This design comes from an exercise in tuning for a short achievable clock period and few clock cycles on the open sky130 flow, not from production work. Where RTL was checked, it was by simulation tests only, not by an equivalence proof against the original. For run 1, only the layout was checked, not whether the RTL still works. Power is estimated from default activity; no workload was simulated.

`flow/config.mk`:
```
export PLATFORM = sky130hd
export DESIGN_NAME = cpu_pipeline
export DESIGN_NICKNAME = cpu_pipeline
export VERILOG_FILES = /design/flow/design.v
export SDC_FILE = /design/flow/constraint.sdc
export NUM_CORES = 4
export LEC_CHECK = 0
export ABC_CLOCK_PERIOD_IN_PS = 2500
export CAP_MARGIN = 20
export CORE_MARGIN = 2
export CORE_UTILIZATION = 40
export SETUP_SLACK_MARGIN = 3.8
export SLEW_MARGIN = 20
```
`flow/run.sh`:
```
#!/bin/bash
# synth_recipe.tcl (not shown) runs the flow's synth.tcl, then flattens the netlist and writes it again
# the make line also repeats each setting of config.mk as NAME=value (left out here)
make -C /OpenROAD-flow-scripts/flow DESIGN_CONFIG=/design/flow/config.mk WORK_HOME=/design/flow/orfs CLKGATE_MAP_FILE= SYNTH_SCRIPT=/design/flow/synth_recipe.tcl finish
```
`flow/constraint.sdc`:
```
create_clock -name core_clock -period 6.5 [get_ports {clk}]
set_input_delay 1.3000 -clock core_clock [delete_from_list [all_inputs] [get_ports {clk}]]
set_output_delay 1.3000 -clock core_clock [all_outputs]
set_load 0.01 [all_outputs]
```
`flow/design.v`:
```
package rv32i_isa_pkg;
  typedef logic [32-1:0] rv32i_word;
  typedef logic [$clog2(32)-1:0] rv32i_reg;
  typedef logic [3:0] byte_mask;   
  typedef enum logic [6:0] {
    op_lui   = 7'b0110111,
    op_load  = 7'b0000011,
    op_store = 7'b0100011,
    op_imm   = 7'b0010011,
    op_reg   = 7'b0110011
  } rv32i_opcode_e;
  typedef enum logic [2:0] {
    f3_add  = 3'b000,   
    f3_sll  = 3'b001,
    f3_slt  = 3'b010,
    f3_sltu = 3'b011,
    f3_xor  = 3'b100,
    f3_sr   = 3'b101,   
    f3_or   = 3'b110,
    f3_and  = 3'b111
  } arith_funct3_e;
  typedef enum logic [2:0] {
    mem_word = 3'b010
  } mem_width_e;
  typedef enum logic [3:0] {
    alu_add, alu_sub, alu_sll, alu_slt, alu_sltu,
    alu_xor, alu_srl, alu_sra, alu_or, alu_and
  } alu_op_e;
endpackage
package pipe_pkg;
  typedef enum logic [1:0] {wb_alu, wb_imm, wb_load} wb_sel_e;
  typedef enum logic [1:0] {fwd_none, fwd_mem, fwd_wrb} fwd_sel_e;
  typedef struct packed {
    logic      valid;
    logic [31:0] pc;
    logic [31:0] instr;
  } fetch_word_t;
  typedef struct packed {
    logic          valid;
    logic [6:0]   opcode;
    logic [4:0]   rs1;
    logic [4:0]   rs2;
    logic [4:0]   rd;
    logic          has_rd;
    logic [3:0]    alu_op;
    logic          use_imm;   
    logic [31:0] imm;
    logic          mem_read;
    logic          mem_write;
    wb_sel_e       wb_sel;
    logic [31:0] rs1_data;
    logic [31:0] rs2_data;
  } exe_ctrl_t;
  typedef struct packed {
    logic      valid;
    logic [4:0] rd;
    logic      has_rd;
    logic      mem_read;
    logic      mem_write;
    wb_sel_e   wb_sel;
    logic [31:0] alu_out;   
    logic [31:0] imm;
    logic [31:0] store_data;
  } mem_ctrl_t;
  typedef struct packed {
    logic      valid;
    logic [4:0] rd;
    logic      has_rd;
    logic [31:0] result;
  } wrb_ctrl_t;
endpackage
module ks_add32 (
  input  logic [31:0] a,
  input  logic [31:0] b,
  input  logic        cin,
  output logic [31:0] sum,
  output logic        cout
);
  logic [31:0] p;
  logic [31:0] gl [0:5];
  logic [31:0] pl [0:5];
  assign p = a ^ b;
  always_comb begin
    gl[0] = a & b;
    gl[0][0] = (a[0] & b[0]) | (p[0] & cin);
    pl[0] = p;
    for (int k = 1; k <= 5; k++) begin
      for (int i = 0; i < 32; i++) begin
        if (i >= (1 << (k - 1))) begin
          gl[k][i] = gl[k-1][i] | (pl[k-1][i] & gl[k-1][i - (1 << (k - 1))]);
          pl[k][i] = pl[k-1][i] & pl[k-1][i - (1 << (k - 1))];
        end else begin
          gl[k][i] = gl[k-1][i];
          pl[k][i] = pl[k-1][i];
        end
      end
    end
  end
  assign sum  = p ^ {gl[5][30:0], cin};
  assign cout = gl[5][31];
endmodule
module cpu_pipeline (
  input  logic                     clk,
  input  logic                     rst,
  input  logic                     instr_mem_resp,
  input  rv32i_isa_pkg::rv32i_word instr_mem_rdata,
  input  logic                     data_mem_resp,
  input  rv32i_isa_pkg::rv32i_word data_mem_rdata,
  output logic                     instr_read,
  output rv32i_isa_pkg::rv32i_word instr_mem_address,
  output logic                     data_read,
  output logic                     data_write,
  output rv32i_isa_pkg::byte_mask  data_mbe,
  output rv32i_isa_pkg::rv32i_word data_mem_address,
  output rv32i_isa_pkg::rv32i_word data_mem_wdata
);
  localparam int QD = 3;   
  logic [29:0] pc;           
  logic        fetch_on;     
  logic [31:0] q [0:QD-1];   
  logic [1:0]  q_cnt;
  logic        d_valid;      
  logic [31:0] d_instr;
  logic        e_wr;         
  logic        e_load;
  logic        e_store;
  logic [4:0]  e_rd;
  logic [31:0] e_a;          
  logic [31:0] e_b;          
  logic [31:0] e_sd;         
  logic        e_fsd_ld;     
  logic        e_arith;      
  logic        e_sel_add, e_sel_sub, e_sel_sll, e_sel_sr, e_sel_slt, e_sel_sltu;
  logic        e_sel_xor, e_sel_or, e_sel_and, e_sel_lui;
  logic        m_rdreq;
  logic        m_wrreq;
  logic        m_acc;        
  logic        m_wr;
  logic        m_load;
  logic [4:0]  m_rd;
  logic [31:0] m_res;        
  logic [31:0] m_sd;
  logic        w_wr;
  logic [4:0]  w_rd;
  logic [31:0] w_res;
  logic [31:0] rf [1:32-1];
  logic [32-1:1] rf_set;
  assign instr_read        = fetch_on;
  assign instr_mem_address = {pc, 2'b00};
  assign data_read         = m_rdreq;
  assign data_write        = m_wrreq;
  assign data_mbe          = {4{m_acc}};
  assign data_mem_address  = {m_res[31:2], 2'b00};
  assign data_mem_wdata    = m_sd;
  logic m_stall;     
  logic load_stall;  
  logic if_load;     
  assign m_stall = m_acc & ~(data_mem_resp & instr_mem_resp);
  logic [6:0] opc;
  logic [2:0] f3;
  logic [4:0] rs1, rs2, rd;
  logic       is_lui, is_imm, is_op, is_ld, is_st, is_alu;
  logic       uses1, uses2, dwr;
  logic [31:0] imm;
  assign opc = d_instr[6:0];
  assign f3  = d_instr[14:12];
  assign rs1 = d_instr[19:15];
  assign rs2 = d_instr[24:20];
  assign rd  = d_instr[11:7];
  assign is_lui = d_valid && opc == 7'b0110111;
  assign is_imm = d_valid && opc == 7'b0010011;
  assign is_op  = d_valid && opc == 7'b0110011;
  assign is_ld  = d_valid && opc == 7'b0000011 && f3 == 3'b010;
  assign is_st  = d_valid && opc == 7'b0100011 && f3 == 3'b010;
  assign is_alu = is_imm || is_op;
  assign uses1 = is_alu || is_ld || is_st;
  assign uses2 = is_op || is_st;
  assign dwr   = (is_lui || is_alu || is_ld) && rd != 5'd0;
  always_comb begin
    if (is_lui)     imm = {d_instr[31:12], 12'b0};
    else if (is_st) imm = {{20{d_instr[31]}}, d_instr[31:25], d_instr[11:7]};
    else            imm = {{20{d_instr[31]}}, d_instr[31:20]};
  end
  logic e_hit1, e_hit2, m_hit1, m_hit2, w_hit1, w_hit2;
  assign e_hit1 = e_wr && e_rd == rs1;
  assign e_hit2 = e_wr && e_rd == rs2;
  assign m_hit1 = m_wr && m_rd == rs1;
  assign m_hit2 = m_wr && m_rd == rs2;
  assign w_hit1 = w_wr && w_rd == rs1;
  assign w_hit2 = w_wr && w_rd == rs2;
  assign load_stall = e_load && ((uses1 && e_hit1) || (is_op && e_hit2));
  logic [31:0] m_fwd;
  logic [31:0] rf1, rf2, v1, v2;
  logic [31:0] rfx [0:32-1];
  logic [32-1:0] rfx_set;
  always_comb begin
    rfx[0] = 32'd0;
    for (int i = 1; i < 32; i++) rfx[i] = rf[i];
  end
  assign rfx_set = {rf_set, 1'b0};
  assign m_fwd = m_load ? data_mem_rdata : m_res;
  assign rf1 = rfx_set[rs1] ? rfx[rs1] : 32'd0;
  assign rf2 = rfx_set[rs2] ? rfx[rs2] : 32'd0;
  assign v1 = m_hit1 ? m_fwd : w_hit1 ? w_res : rf1;
  assign v2 = m_hit2 ? m_fwd : w_hit2 ? w_res : rf2;
  logic fetched, pop, push;
  assign if_load = !d_valid || (!m_stall && !load_stall);
  assign fetched = fetch_on && instr_mem_resp && (q_cnt != 2'(QD));
  assign pop     = if_load && q_cnt != 2'd0;
  assign push    = fetched && !(if_load && q_cnt == 2'd0);
  always_ff @(posedge clk) begin
    if (rst) begin
      pc       <= 30'(32'h8000_0000 >> 2);
      fetch_on <= 1'b0;
      d_valid  <= 1'b0;
      q_cnt    <= 2'd0;
    end else begin
      fetch_on <= 1'b1;
      if (if_load) d_valid <= (q_cnt != 2'd0) || fetched;
      q_cnt <= q_cnt + 2'(push) - 2'(pop);
      if (fetched) pc <= pc + 30'd1;
    end
  end
  always_ff @(posedge clk) begin
    if (if_load) d_instr <= (q_cnt != 2'd0) ? q[0] : instr_mem_rdata;
    for (int i = 0; i < QD; i++) begin
      if (push && 2'(i) == q_cnt - 2'(pop)) q[i] <= instr_mem_rdata;
      else if (pop) q[i] <= (i + 1 < QD) ? q[(i + 1) % QD] : q[i];
    end
  end
  logic [31:0] sum, diff, shl, shr, res;
  logic        cout_add, cout_sub, slt, sltu;
  ks_add32 u_add (.a(e_a), .b(e_b), .cin(1'b0), .sum(sum), .cout(cout_add));
  ks_add32 u_sub (.a(e_a), .b(~e_b), .cin(1'b1), .sum(diff), .cout(cout_sub));
  assign slt  = (e_a[31] ^ e_b[31]) ? e_a[31] : diff[31];
  assign sltu = !cout_sub;
  assign shl  = e_a << e_b[4:0];
  assign shr  = 32'($signed({e_arith & e_a[31], e_a}) >>> e_b[4:0]);
  assign res = ({32{e_sel_add}}  & sum) |
               ({32{e_sel_sub}}  & diff) |
               ({32{e_sel_sll}}  & shl) |
               ({32{e_sel_sr}}   & shr) |
               ({32{e_sel_slt}}  & {31'd0, slt}) |
               ({32{e_sel_sltu}} & {31'd0, sltu}) |
               ({32{e_sel_xor}}  & (e_a ^ e_b)) |
               ({32{e_sel_or}}   & (e_a | e_b)) |
               ({32{e_sel_and}}  & (e_a & e_b)) |
               ({32{e_sel_lui}}  & e_b);
  always_ff @(posedge clk) begin
    if (rst) begin
      e_wr    <= 1'b0;
      e_load  <= 1'b0;
      e_store <= 1'b0;
    end else if (!m_stall) begin
      e_wr    <= dwr && !load_stall;
      e_load  <= is_ld && !load_stall;
      e_store <= is_st && !load_stall;
    end
  end
  always_ff @(posedge clk) begin
    if (!m_stall) begin
      e_rd       <= rd;
      e_a        <= e_hit1 ? res : v1;
      e_b        <= !is_op ? imm : e_hit2 ? res : v2;
      e_sd       <= e_hit2 ? res : v2;
      e_fsd_ld   <= e_load && e_hit2;
      e_arith    <= d_instr[30];
      e_sel_add  <= (is_alu && f3 == 3'b000 && !(is_op && d_instr[30])) || is_ld || is_st;
      e_sel_sub  <= is_op && f3 == 3'b000 && d_instr[30];
      e_sel_sll  <= is_alu && f3 == 3'b001;
      e_sel_slt  <= is_alu && f3 == 3'b010;
      e_sel_sltu <= is_alu && f3 == 3'b011;
      e_sel_xor  <= is_alu && f3 == 3'b100;
      e_sel_sr   <= is_alu && f3 == 3'b101;
      e_sel_or   <= is_alu && f3 == 3'b110;
      e_sel_and  <= is_alu && f3 == 3'b111;
      e_sel_lui  <= is_lui;
    end
  end
  always_ff @(posedge clk) begin
    if (rst) begin
      m_rdreq <= 1'b0;
      m_wrreq <= 1'b0;
      m_acc   <= 1'b0;
      m_wr    <= 1'b0;
      m_load  <= 1'b0;
    end else if (!m_stall) begin
      m_rdreq <= e_load;
      m_wrreq <= e_store;
      m_acc   <= e_load || e_store;
      m_wr    <= e_wr;
      m_load  <= e_load;
    end
  end
  always_ff @(posedge clk) begin
    if (!m_stall) begin
      m_rd  <= e_rd;
      m_res <= res;
      m_sd  <= e_fsd_ld ? data_mem_rdata : e_sd;
    end
  end
  always_ff @(posedge clk) begin
    if (rst) w_wr <= 1'b0;
    else     w_wr <= m_wr && !m_stall;
  end
  always_ff @(posedge clk) begin
    w_rd  <= m_rd;
    w_res <= m_fwd;
  end
  always_ff @(posedge clk) begin
    if (rst) rf_set <= '0;
    else if (w_wr) rf_set[w_rd] <= 1'b1;
  end
  always_ff @(posedge clk) begin
    if (w_wr) rf[w_rd] <= w_res;
  end
endmodule
```
==> impl.org, run 1 <==
** Status
- Run status :: timing/DRC/antenna clean

** Synth
- Gate count of the mapped netlist :: approximately 5600
- The cell area that synthesis handed to floorplanning was ~70000 um2.
- Fraction of registers with async set or reset after synthesis :: 0%
- For this run, the number of Yosys warnings is 6.
- After synthesis the netlist holds a flip-flop and latch count of about 1400.
- Flip-flop cell with the highest count after synthesis :: edfxtp_1
- Yosys top cell area share :: between 50% and 60%
- Number of distinct library cells after synthesis :: 102
- Sorting the synthesized cells by area gives the leading types as edfxtp_1 56%, a22oi_1 9.1%, dfxtp_1 3.2%, mux2_2 2.8%, mux4_2 2.8%.
- Count of flip-flops with a built-in enable after synthesis :: 1302
- Most area-hungry cell type in the Yosys netlist :: edfxtp_1
- Synthesized area per cell :: roughly 12 um2
- For this run, the register share of the synthesized area comes to 59.28%.

** Placement
- Input and output buffers added on the ports amount to approximately 170.
- Global placement routability congestion :: between 1 and 1.5
- The placed instances occupy a cell area of around 76000 um2.
- Hpwl dp :: roughly 220 mm

** Timing
- The final count of pins violating max slew is 0.
- RSZ-0062 raised after global routing :: true
- At the pin with the least slew margin, the transition time is between 1 and 1.5 ns.
- For the final database, setup skew stands at between 0.04 and 0.05 ns.
- Setup violations, final :: 0
- Max Fclk :: 233.3 MHz
- Headroom to the max-slew limit came out at roughly 14%.
- Tmin final :: between 4 and 5 ns
- After layout, the worst path uses 65.93% of the clock period.
- Final-layout setup total negative slack :: 0 ns
- The count of endpoints failing hold in the final timing report was 0.

** Worst setup path
- The startpoint identified for the worst register-to-register timing path is e_b[1]$_DFFE_PN_.
- Req. time, crit path :: 7.04 ns
- Worst Reg-to-Reg Cells :: 16
- The critical path starts at e_b[1]$_DFFE_PN_.
- Register-to-register setup slack :: ~2.2 ns
- Worst flop-to-flop path endpoint :: e_a[31]$_DFFE_PN_
- The setup path with the least slack is of type register to register.
- Along the worst path, the maximum fanout reaches 4.
- The most critical setup path has its endpoint at e_a[31]$_DFFE_PN_.
- Nature of the critical path startpoint :: register
- STA puts the critical path data arrival time at between 4 and 5 ns.
- STA classifies the critical path endpoint as a register.

** Routing
- First-pass iteration count of the detailed router :: 15
- For this block, the initial DRC count from the detailed router was ~14000.
- Final routed DRC violation total :: 0
- After detailed routing, the number of vias per cell comes to 7.232.
- Antenna violation net count after detailed routing :: 0
- In the final routed layout, each cell accounts on average for 41.91 um.
- Wires add up to 367.7 mm.
- Vias :: around 63000

** Clock tree
- Hold-fix buffers, CTS :: 0
- The later pin in the worst-skew pair is clocked with a latency of around 0.85 ns.
- The tree is rooted in a clkbuf_16.
- H-tree lvl count :: 4
- CTS tree :: done
- Clock tree synthesis found a total of between 1000 and 1500 sinks.
- Counting along the longest clock path gives a buffer depth of 3.
- Number of buffers inserted during clock tree synthesis :: 146
- Reg clk slew, reported paths :: around 0.06 ns

** Power
- Static Leakage :: ~32 nW
- Worst IR Drop VDD :: 343.3 uV
- Total power density per cell area :: 369.6 nW/um2

** Die
- The core region is about 170000 um2.
- The die covers between 150000 and 200000 um2.
- DIE HEIGHT :: 421.3 um
- Cell Rows :: 153
- The initial utilization of the core area, before any placement, comes to around 40%.
- Pin placement for this block handled ~170 I/O pins.
- The die is roughly 420 um wide.

** Layout
- Final design instance area without fill :: around 90000 um2
- For this run, the share of the core covered by cells in the final layout is between 50% and 60%.
- Number of filler cells placed in the layout :: 14630
- Leaving out fill and tap cells, the most frequent cells in the layout are 1302 x edfxtp_1, 838 x a22oi_1, 559 x buf_4.
- The post-route netlist has ~32% of its cells at a drive strength greater than 1.
- The final layout contains ~6500 nets.
- Leaving out fill and tap cells, the most frequent cell in the layout is edfxtp_1.
- Area Overhead vs Synth :: 28.87%

** Min path
- The worst hold path belongs to the class register to register.

** Global routing
- The first global-routing pass estimated about 500 mm of wire.
- After global routing the overflow that remains totals 0.
- Via count of the first global-routing pass :: 59100
- Entering global routing, the biggest net connects approximately 180 pins.
- Total track usage :: between 30% and 40%
- The number of antenna violations at the first check in global routing was 32.

** Flow run
- Across the run, the number of max-cap violations was 0.
-- cells by family (layout without fill, tap and decap cells) --
group	count (synthesis)	in the layout	synth area share (%)
AO/OA/AOI/OAI	1731	1731	17.99
XOR/XNOR	95	95	1.194
adder cells (fa/ha/maj)	116	116	2.116
buffers and inverters	583	1389	3.629
flip-flops	1412	1412	59.28
multiplexers	325	325	6.559
other	1	24	0.005382
AND/OR/NAND/NOR	1344	1357	9.231
-- per-stage QoR --
step / power [mW] / hold slack (ns) / setup WS (ns) / std cells
4_1_cts: 31.70 / 0.4361 / 2.291 / 8655
3_5_place_dp: 20.29 / 0.4415 / 1.204 / 7909
5_1_grt: 33.68 / 0.4512 / 2.099 / 8760
6_report: 33.18 / 0.4500 / 2.214 / 8774
3_3_place_gp: 20.23 / 0.4547 / 1.276 / 7904
2_1_floorplan: 16.67 / 0.4072 / 0.01124 / 5610
-- power breakdown --
part | internal [mW] | switching (mW) | total [mW]
combinational | 4.78 | 7.98 | 12.8
sequential | 10.7 | 0.619 | 11.3
clock | 5.24 | 3.87 | 9.11
total | 20.7 | 12.5 | 33.2
-- cell type report --
cell class | count | area (um2) | share of cell area, %
repair buffers | 978 | 9430 | 10.50
well taps | 2325 | 2909 | 3.240
flip-flops and latches | 1412 | 41400 | 46.11
multi-input cells | 3628 | 30290 | 33.73
clock buffers | 175 | 3845 | 4.282
repair inverters | 2 | 17.52 | 0.01951
clock inverters | 91 | 1269 | 1.413
diodes | 20 | 50.05 | 0.05574
inverters | 143 | 578.1 | 0.6438
-- synth_stat cells (49+ instances only) --
cell type	number
a211oi_1	61
a21oi_1	195
a222oi_1	52
a22oi_1	841
a31oi_1	51
and3_1	87
buf_2	80
clkbuf_1	275
dfxtp_1	110
edfxtp_1	1302
ha_1	113
inv_1	139
mux2_2	176
mux2i_1	59
mux4_2	86
nand2_1	403
nand3_1	111
nand4_1	95
nor2_1	352
nor3_1	84
nor4_1	49
o21ai_0	144
xor2_1	50
-- how the worst min path moves through the flow --
stage / start / to / cells after the start
CTS: m_rd[4]$_DFFE_PN_ / w_rd[4]$_DFF_P_ / 0
floorplan: m_rd[0]$_DFFE_PN_ / w_rd[0]$_DFF_P_ / 0
finish: m_rd[4]$_DFFE_PN_ / w_rd[4]$_DFF_P_ / 0
global route: m_rd[4]$_DFFE_PN_ / w_rd[4]$_DFF_P_ / 0
global placement: m_rd[4]$_DFFE_PN_ / w_rd[4]$_DFF_P_ / 0
detailed placement: m_rd[4]$_DFFE_PN_ / w_rd[4]$_DFF_P_ / 0
-- per-layer routing --
layer	vias to the layer above	part of all wire, %	wire [um]	GRT usage, %
met5	-	0.18	655	1.559
met4	38	9.9	36390	28.78
met3	2082	17	61440	18.30
met2	6860	40	147900	55.94
met1	30620	33	121300	48.17
li1	23850	-	-	-
-- sequential cells by signal, summed over array words and instances, names as in the netlist, 2 cells and up --
register,flops
m_rd,5
e_rd,5
w_res,32
m_res,32
rf_set,31
w_rd,5
q_cnt,2
rf,992
e_sd,32
d_instr,32
m_sd,32
e_a,32
pc,30
q,96
e_b,32
-- critical path, cell delays in order (launching register included) --
cell and delay, ns:
edfxtp_1 0.53, inv_4 0.14, ha_4 0.22, o21ba_4 0.20
or4_4 0.47, a21oi_4 0.26, o21ai_4 0.10, a31oi_4 0.20
o31a_1 0.15, nor2_1 0.06, o31ai_2 0.25, fa_2 0.47
a222oi_1 0.29, nor3b_2 0.21, nand3_1 0.13, a21oi_4 0.24
o22ai_1 0.10
-- what timing repair did --
action                                  in CTS  in global routing
cloned                                      32                  1
endpoints found under the setup margin     894                677
buffers inserted                           448                 98
gates resized for setup                   1089                210
pin swaps                                  194                 90
==> run 2, diff against run 1 <==
--- a/flow/design.v
+++ b/flow/design.v
@@ -73,16 +73,17 @@
   input  logic [31:0] a,
   input  logic [31:0] b,
   input  logic        cin,
-  output logic [31:0] sum,
-  output logic        cout
+  output logic [31:0] sum
 );
   logic [31:0] p;
   logic [31:0] gl [0:5];
   logic [31:0] pl [0:5];
-  assign p = a ^ b;
+  logic        g0;
+  assign p  = a ^ b;
+  assign g0 = (a[0] & b[0]) | (p[0] & cin);
   always_comb begin
     gl[0] = a & b;
-    gl[0][0] = (a[0] & b[0]) | (p[0] & cin);
+    gl[0][0] = g0;
     pl[0] = p;
     for (int k = 1; k <= 5; k++) begin
       for (int i = 0; i < 32; i++) begin
@@ -95,9 +96,34 @@
         end
       end
     end
+    gl[1][1] = (a[1] & b[1]) | (p[1] & a[0] & b[0]) | (p[1] & p[0] & cin);
+    for (int k = 2; k <= 5; k++) gl[k][1] = gl[1][1];
   end
-  assign sum  = p ^ {gl[5][30:0], cin};
-  assign cout = gl[5][31];
+  assign sum = p ^ {gl[5][30:0], cin};
+endmodule
+module lt_cmp31 (
+  input  logic [30:0] a,
+  input  logic [30:0] b,
+  output logic        lt
+);
+  logic [31:0] l [0:5];
+  logic [31:0] e [0:5];
+  always_comb begin
+    l[0] = {1'b0, ~a & b};
+    e[0] = {1'b1, ~(a ^ b)};
+    for (int k = 1; k <= 5; k++) begin
+      for (int i = 0; i < 32; i++) begin
+        if (i[k-1]) begin
+          l[k][i] = l[k-1][i] | (e[k-1][i] & l[k-1][((i >> (k - 1)) << (k - 1)) - 1]);
+          e[k][i] = e[k-1][i] & e[k-1][((i >> (k - 1)) << (k - 1)) - 1];
+        end else begin
+          l[k][i] = l[k-1][i];
+          e[k][i] = e[k-1][i];
+        end
+      end
+    end
+  end
+  assign lt = l[5][30];
 endmodule
 module cpu_pipeline (
   input  logic                     clk,
@@ -118,7 +144,6 @@
   logic [29:0] pc;           
   logic        fetch_on;     
   logic [31:0] q [0:QD-1];   
-  logic [1:0]  q_cnt;
   logic        d_valid;      
   logic [31:0] d_instr;
   logic        e_wr;         
@@ -203,49 +228,65 @@
   assign rf2 = rfx_set[rs2] ? rfx[rs2] : 32'd0;
   assign v1 = m_hit1 ? m_fwd : w_hit1 ? w_res : rf1;
   assign v2 = m_hit2 ? m_fwd : w_hit2 ? w_res : rf2;
-  logic fetched, pop, push;
+  logic [QD-1:0] qv_r;
+  logic [QD:0]   qv;         
+  logic        fetched, pop, push;
+  logic [QD-1:0] put;        
+  assign qv      = {1'b0, qv_r};
   assign if_load = !d_valid || (!m_stall && !load_stall);
-  assign fetched = fetch_on && instr_mem_resp && (q_cnt != 2'(QD));
-  assign pop     = if_load && q_cnt != 2'd0;
-  assign push    = fetched && !(if_load && q_cnt == 2'd0);
+  assign fetched = fetch_on && instr_mem_resp && !qv[QD-1];
+  assign pop     = if_load && qv[0];
+  assign push    = fetched && !(if_load && !qv[0]);
+  always_comb begin
+    for (int i = 0; i < QD; i++) begin
+      if (pop) put[i] = qv[i] && !qv[i+1];
+      else     put[i] = !qv[i] && (i == 0 || qv[(i + QD) % (QD + 1)]);
+    end
+  end
   always_ff @(posedge clk) begin
     if (rst) begin
       pc       <= 30'(32'h8000_0000 >> 2);
       fetch_on <= 1'b0;
       d_valid  <= 1'b0;
-      q_cnt    <= 2'd0;
+      qv_r     <= '0;
     end else begin
       fetch_on <= 1'b1;
-      if (if_load) d_valid <= (q_cnt != 2'd0) || fetched;
-      q_cnt <= q_cnt + 2'(push) - 2'(pop);
+      if (if_load) d_valid <= qv[0] || fetched;
+      for (int i = 0; i < QD; i++)
+        qv_r[i] <= (pop ? qv[i+1] : qv[i]) || (push && put[i]);
       if (fetched) pc <= pc + 30'd1;
     end
   end
   always_ff @(posedge clk) begin
-    if (if_load) d_instr <= (q_cnt != 2'd0) ? q[0] : instr_mem_rdata;
+    if (if_load) d_instr <= qv[0] ? q[0] : instr_mem_rdata;
     for (int i = 0; i < QD; i++) begin
-      if (push && 2'(i) == q_cnt - 2'(pop)) q[i] <= instr_mem_rdata;
+      if (push && put[i]) q[i] <= instr_mem_rdata;
       else if (pop) q[i] <= (i + 1 < QD) ? q[(i + 1) % QD] : q[i];
     end
   end
-  logic [31:0] sum, diff, shl, shr, res;
-  logic        cout_add, cout_sub, slt, sltu;
-  ks_add32 u_add (.a(e_a), .b(e_b), .cin(1'b0), .sum(sum), .cout(cout_add));
-  ks_add32 u_sub (.a(e_a), .b(~e_b), .cin(1'b1), .sum(diff), .cout(cout_sub));
-  assign slt  = (e_a[31] ^ e_b[31]) ? e_a[31] : diff[31];
-  assign sltu = !cout_sub;
-  assign shl  = e_a << e_b[4:0];
-  assign shr  = 32'($signed({e_arith & e_a[31], e_a}) >>> e_b[4:0]);
-  assign res = ({32{e_sel_add}}  & sum) |
-               ({32{e_sel_sub}}  & diff) |
-               ({32{e_sel_sll}}  & shl) |
-               ({32{e_sel_sr}}   & shr) |
-               ({32{e_sel_slt}}  & {31'd0, slt}) |
-               ({32{e_sel_sltu}} & {31'd0, sltu}) |
-               ({32{e_sel_xor}}  & (e_a ^ e_b)) |
-               ({32{e_sel_or}}   & (e_a | e_b)) |
-               ({32{e_sel_and}}  & (e_a & e_b)) |
-               ({32{e_sel_lui}}  & e_b);
+  logic [31:0] sum, diff, shl, shr, res_o, res;
+  logic        lt_low, sgn_ne, slt, sltu;
+  ks_add32 u_add (.a(e_a), .b(e_b), .cin(1'b0), .sum(sum));
+  ks_add32 u_sub (.a(e_a), .b(~e_b), .cin(1'b1), .sum(diff));
+  lt_cmp31 u_lt (.a(e_a[30:0]), .b(e_b[30:0]), .lt(lt_low));
+  assign sgn_ne = e_a[31] ^ e_b[31];
+  assign slt    = sgn_ne ? e_a[31] : lt_low;
+  assign sltu   = sgn_ne ? e_b[31] : lt_low;
+  assign shl    = e_a << e_b[4:0];
+  assign shr    = 32'($signed({e_arith & e_a[31], e_a}) >>> e_b[4:0]);
+  assign res_o = ({32{e_sel_sll}}  & shl) |
+                 ({32{e_sel_sr}}   & shr) |
+                 ({32{e_sel_slt}}  & {31'd0, slt}) |
+                 ({32{e_sel_sltu}} & {31'd0, sltu}) |
+                 ({32{e_sel_xor}}  & (e_a ^ e_b)) |
+                 ({32{e_sel_or}}   & (e_a | e_b)) |
+                 ({32{e_sel_and}}  & (e_a & e_b)) |
+                 ({32{e_sel_lui}}  & e_b);
+  assign res = ({32{e_sel_add}} & sum) | ({32{e_sel_sub}} & diff) | res_o;
+  function automatic logic [31:0] byp(logic hit, logic [31:0] other);
+    byp = ({32{hit & e_sel_add}} & sum) | ({32{hit & e_sel_sub}} & diff) |
+          (hit ? res_o : other);
+  endfunction
   always_ff @(posedge clk) begin
     if (rst) begin
       e_wr    <= 1'b0;
@@ -260,9 +301,9 @@
   always_ff @(posedge clk) begin
     if (!m_stall) begin
       e_rd       <= rd;
-      e_a        <= e_hit1 ? res : v1;
-      e_b        <= !is_op ? imm : e_hit2 ? res : v2;
-      e_sd       <= e_hit2 ? res : v2;
+      e_a        <= byp(e_hit1, v1);
+      e_b        <= byp(e_hit2 && is_op, is_op ? v2 : imm);
+      e_sd       <= byp(e_hit2, v2);
       e_fsd_ld   <= e_load && e_hit2;
       e_arith    <= d_instr[30];
       e_sel_add  <= (is_alu && f3 == 3'b000 && !(is_op && d_instr[30])) || is_ld || is_st;
--- a/flow/config.mk
+++ b/flow/config.mk
@@ -5,9 +5,8 @@
 export SDC_FILE = /design/flow/constraint.sdc
 export NUM_CORES = 4
 export LEC_CHECK = 0
-export ABC_CLOCK_PERIOD_IN_PS = 2500
 export CAP_MARGIN = 20
 export CORE_MARGIN = 2
 export CORE_UTILIZATION = 40
-export SETUP_SLACK_MARGIN = 3.8
+export SETUP_SLACK_MARGIN = 3.0
 export SLEW_MARGIN = 20
==> run 2 against run 1 <==
- sequential share of layout area rose by 2.0 points
- register-to-register slack improved by 0.55 ns
- core utilization fell by 2.2 points
- critical endpoint is now e_sd[28]$_DFFE_PN_
- cell count fell by 2.1%
- non-clock buffer count fell by 242
- largest power group is now registers
- global-route usage fell by 1.7 points
- routed wire length fell by 3.8%
- area after synthesis barely moved
- fmax rose by 15%
- via count fell by 2.5%
==> impl.org, run 2 <==
** Status
- The flow ran to the end and the layout has no timing, DRC or antenna violations.

** Routing
- Final routed DRC violation total :: 0
- First-pass iteration count of the detailed router :: 13
- For this block, the initial DRC count from the detailed router was 13780.
- Post-detailed-route wirelength per cell :: a little over 40 um
- Vias :: 61850
- Mean number of vias per cell :: a little over 7
- The detail route stage leaves a number of antenna-violating nets equal to 0.
- After detailed routing, the total wire length is approximately 350 mm.

** Synth
- Yosys top cell area share :: ~56%
- The commonest cells after synthesis are 1302 x edfxtp_1, 801 x a22oi_1, 434 x nand2_1, 330 x nor2_1, 269 x clkbuf_1.
- By area the synthesized netlist is led by edfxtp_1 56%, a22oi_1 8.6%, dfxtp_1 3.2%, mux2_2 3.2%, ha_1 2.5%.
- Post-synthesis register bit count :: between 1000 and 1500
- Fraction of registers with async set or reset after synthesis :: 0%
- Post-synthesis instance area :: around 70000 um2
- Synthesis warning total :: 9
- Sequential share of the synthesized area :: about three fifths
- Number of distinct library cells after synthesis :: 102
- Each instance of the synthesized netlist takes up on average approximately 12 um2.
- Count of flip-flops with a built-in enable after synthesis :: between 1000 and 1500
- Gate count of the mapped netlist :: ~5700
- The biggest area contributor in the post-synthesis netlist is edfxtp_1.
- edfxtp_1 is the most common cell in the netlist.
- In the synthesized netlist the dominant register cell turns out to be edfxtp_1.

** Die
- In this run the horizontal extent of the chip is 421.2 um.
- Area of the placeable core :: 173400 um2
- Cell Rows :: 153
- In this run the count of I/O pins placed on the die edge is about 170.
- Area of the die :: roughly 180000 um2
- The initial utilization of the core area, before any placement, comes to between 40 and 50%.
- In this run the vertical extent of the chip is between 400 and 500 um.

** Layout
- Fraction of the core area covered by cells at the end of the flow :: 49.52%
- The register with the most flip-flops in the final layout is rf.
- Commonest cells after routing, fill and taps aside :: 1302 x edfxtp_1, 801 x a22oi_1, 453 x buf_4
- Number of filler cells placed in the layout :: 14960
- Number of flip-flops in the largest register :: 992
- Final design instance area without fill :: around 86000 um2
- Most common library cell in the layout ignoring fill and taps :: edfxtp_1
- Net total in the final layout :: around 6300
- Area Overhead vs Synth :: 23.34%
- In the final layout, the registers with the most flip-flops are rf x992, q x96.
- The post-route netlist has about a quarter of its cells at a drive strength greater than 1.

** Power
- Combinational logic burns about a tenth of the power.
- Dividing total power by cell area gives a power density of 247.5 nW/um2.
- The completed layout was analyzed and its total power is 21.26 mW.
- Worst IR Drop VDD :: between 200 and 250 uV
- Relative contribution of the clock network to total power :: between 40% and 50%
- Switching share of power :: around 25%
- Total internal power :: approximately 16 mW
- Sequential fraction of design power :: 46.9%
- In this run the static leakage power is slightly above 30 nW.
- Net switching power :: 5.352 mW

** Timing
- PnR worst setup slack :: approximately 2.8 ns
- Setup violations remaining at the end of the flow were counted as 0.
- Transition time at the pin with the least slew margin :: around 1.3 ns
- Count of endpoints failing hold in the final timing report :: 0
- Max-Slew Margin vs Limit :: 9.980%
- Final-layout setup total negative slack :: 0 ns
- The final count of pins violating max slew came to 0.
- Tmin final :: between 3 and 4 ns
- For the final database, setup skew stands at about 0.070 ns.
- RSZ-0062 raised after global routing :: true
- Portion of the clock cycle consumed by the worst path in the final layout :: 57.41%
- Based on the critical path, the design can be clocked at up to 268.0 MHz.

** Placement
- Hpwl dp :: between 200 and 250 mm
- Placed Instance Area :: 75090 um2
- Before CTS, the worst setup slack after placement is approximately 1.3 ns.
- Number of buffers added on ports :: about 170
- Global placement routability congestion :: 1.034

** Min path
- The worst hold path belongs to the class register to register.

** Clock tree
- Number of buffers inserted during clock tree synthesis :: 154
- TritonCTS built the clock tree.
- The clock passes through at most 3 buffers.
- For this design, the sink count on the clock tree is about 1400.
- H-tree lvl count :: 4
- Hold-fix buffers, CTS :: 0
- The root buffer cell chosen for the clock tree is clkbuf_16.
- For the worst-skew pair, the clock arrives at the later sink with an insertion delay of about 0.86 ns.
- Clock-pin slew was measured on the worst setup and hold paths at approximately 0.06 ns.

** Worst setup path
- Register-to-register setup slack :: roughly 2.8 ns
- At the worst endpoint, the arrival time is 4.29 ns.
- Largest incremental delay on the critical path :: ~0.48 ns
- Nature of the critical path startpoint :: register
- Number of buffers and inverters on the critical path :: 2
- The slowest stage of the critical path is the a2111o_1 cell.
- Along the worst path, the maximum fanout reaches 4.
- The critical path goes through buf_6 -> ha_4 -> fa_2 -> o21bai_4 -> nand3_2 -> a2111o_1 -> a31oi_4 -> nand2b_4 -> a21oi_4 -> mux2_4 -> a2111oi_4 -> buf_4 -> mux2i_2.
- By startpoint and endpoint, the worst setup path is classified as register to register.
- STA puts the critical path data required time at slightly above 7 ns.
- The worst setup path is captured at a register.
- Kind of cell adding the most delay to the critical path :: compound AO/OA/AOI/OAI gates

** Global routing
- Entering global routing, the biggest net connects roughly 130 pins.
- The number of antenna violations at the first check in global routing came to 23.
- Global routing consumed, over all layers together, around two fifths of the routing resources.
- Via count of the first global-routing pass :: 57760
- Wire length of the first global-routing pass :: ~470 mm
- Global-route congestion overflow total :: 0

** Flow run
- Max-cap violations in this run came to 0.
## run 2: cell count changes after synthesis, moves of 31 or more
cell / before / now
nor4_1: 49 / 82
mux4_2: 86 / 50
nand2_1: 403 / 434
a22o_1: 42 / 106
a21o_1: 15 / 52
o21ai_0: 144 / 201
a22oi_1: 841 / 801
## run 2: metal layers
metal | global-route usage (%) | share of wire, % | up-vias
li1 | - | - | 23380
met1 | 45.62 | 33 | 29990
met2 | 55.01 | 41 | 6424
met3 | 14.91 | 15 | 2034
met4 | 30.37 | 11 | 28
met5 | 0 | 0.079 | -
## run 2: worst reg2reg max path: cells and delay by family, from the launching register on
kind	cells	cell delay (ns)
compound gates	5	1.31
flops	1	0.47
fa+ha+maj	2	0.55
mux	2	0.43
simple gates	2	0.32
buf+inv	2	0.38
## run 2: stage by stage
step | hold WS (ns) | std cells
2_1_floorplan | 0.4075 | 5663
4_1_cts | 0.4259 | 8505
6_report | 0.4426 | 8593
3_5_place_dp | 0.4385 | 7952
5_1_grt | 0.4426 | 8578
3_3_place_gp | 0.4369 | 7946
## run 2: layout make-up
class / count / area [um2] / area share (%)
Clock inverter: 91 / 1149 / 1.337
Antenna cell: 15 / 37.54 / 0.04370
Tap cell: 2325 / 2909 / 3.387
Sequential cell: 1413 / 41360 / 48.16
Clock buffer: 195 / 4172 / 4.857
Timing Repair Buffer: 736 / 7221 / 8.407
Inverter: 154 / 614.3 / 0.7152
Multi-Input combinational cell: 3664 / 28430 / 33.10
## run 2: path summary, 6_finish.rpt
kind | endpoint | cells after the start | startpoint
setup / recovery | e_sd[28]$_DFFE_PN_ | 13 | e_b[0]$_DFFE_PN_
hold / removal | w_rd[0]$_DFF_P_ | 0 | m_rd[0]$_DFFE_PN_
setup reg to reg | e_sd[28]$_DFFE_PN_ | 13 | e_b[0]$_DFFE_PN_
hold reg to reg | w_rd[0]$_DFF_P_ | 0 | m_rd[0]$_DFFE_PN_
## run 2: kinds of logic (layout without fill, tap and decap cells)
| group | count (synthesis) | in the layout | share of synthesized area, % |
|---|---|---|---|
| AO/OA/AOI/OAI | 1795 | 1796 | 18.52 |
| flip-flops | 1413 | 1413 | 59.33 |
| AND/OR/NAND/NOR | 1298 | 1299 | 8.766 |
| buffers and inverters | 588 | 1176 | 3.646 |
| multiplexers | 321 | 321 | 5.870 |
| adder cells (fa/ha/maj) | 142 | 142 | 2.573 |
| XOR/XNOR | 102 | 102 | 1.283 |
| other | 1 | 19 | 0.005385 |
## run 2: repair_timing
action,CTS,global route
cloned,6,5
buffers inserted,261,66
pin swaps,102,73
resized for setup,277,184
setup endpoints to repair,362,231
## run 2: power by group through the flow
stage          clock (mW)  combinational, mW  sequential, mW
2_1_floorplan           0              0.895            10.1
3_3_place_gp            0               1.49            10.2
3_5_place_dp            0               1.48            10.2
4_1_cts              9.29               1.76            9.97
5_1_grt              9.63               2.02            9.97
6_report             9.30               1.98            9.97
Testbench counts of run 2, summed over its fixed seeds: cycles 33,675.

[re-timing with driven ports]
No port has a modelled driver above. Below, the same layouts with a new extraction and two added sets of constraints. Step 1 sets driving cells, clkbuf_16 on the clock port and buf_2 on the other inputs (assumed; they add their load-dependent delay and slew). Step 2, shift: input delay + t, output delay - t, t = (earliest + latest rising clock arrival at the registers) / 2. This alone moves slack from input paths to output paths. Three values: no drivers, after step 1, after step 2; two values: the first two.
run | shift t [ns] | slack for setup (ns) | worst hold slack (ns) | worst setup path after step 2
run 1 | 0.921 | 2.214 / 2.214 / 2.111 | 0.450 / 0.450 / 0.450 | input to register
run 2 | 0.921 | 2.769 / 2.769 / 2.293 | 0.443 / 0.443 / 0.443 | input to register
After both steps every run listed still meets setup and hold. For run 2, which loses most, drivers alone change the setup slack by 0.000 ns; drivers and shift together by -0.476 ns.
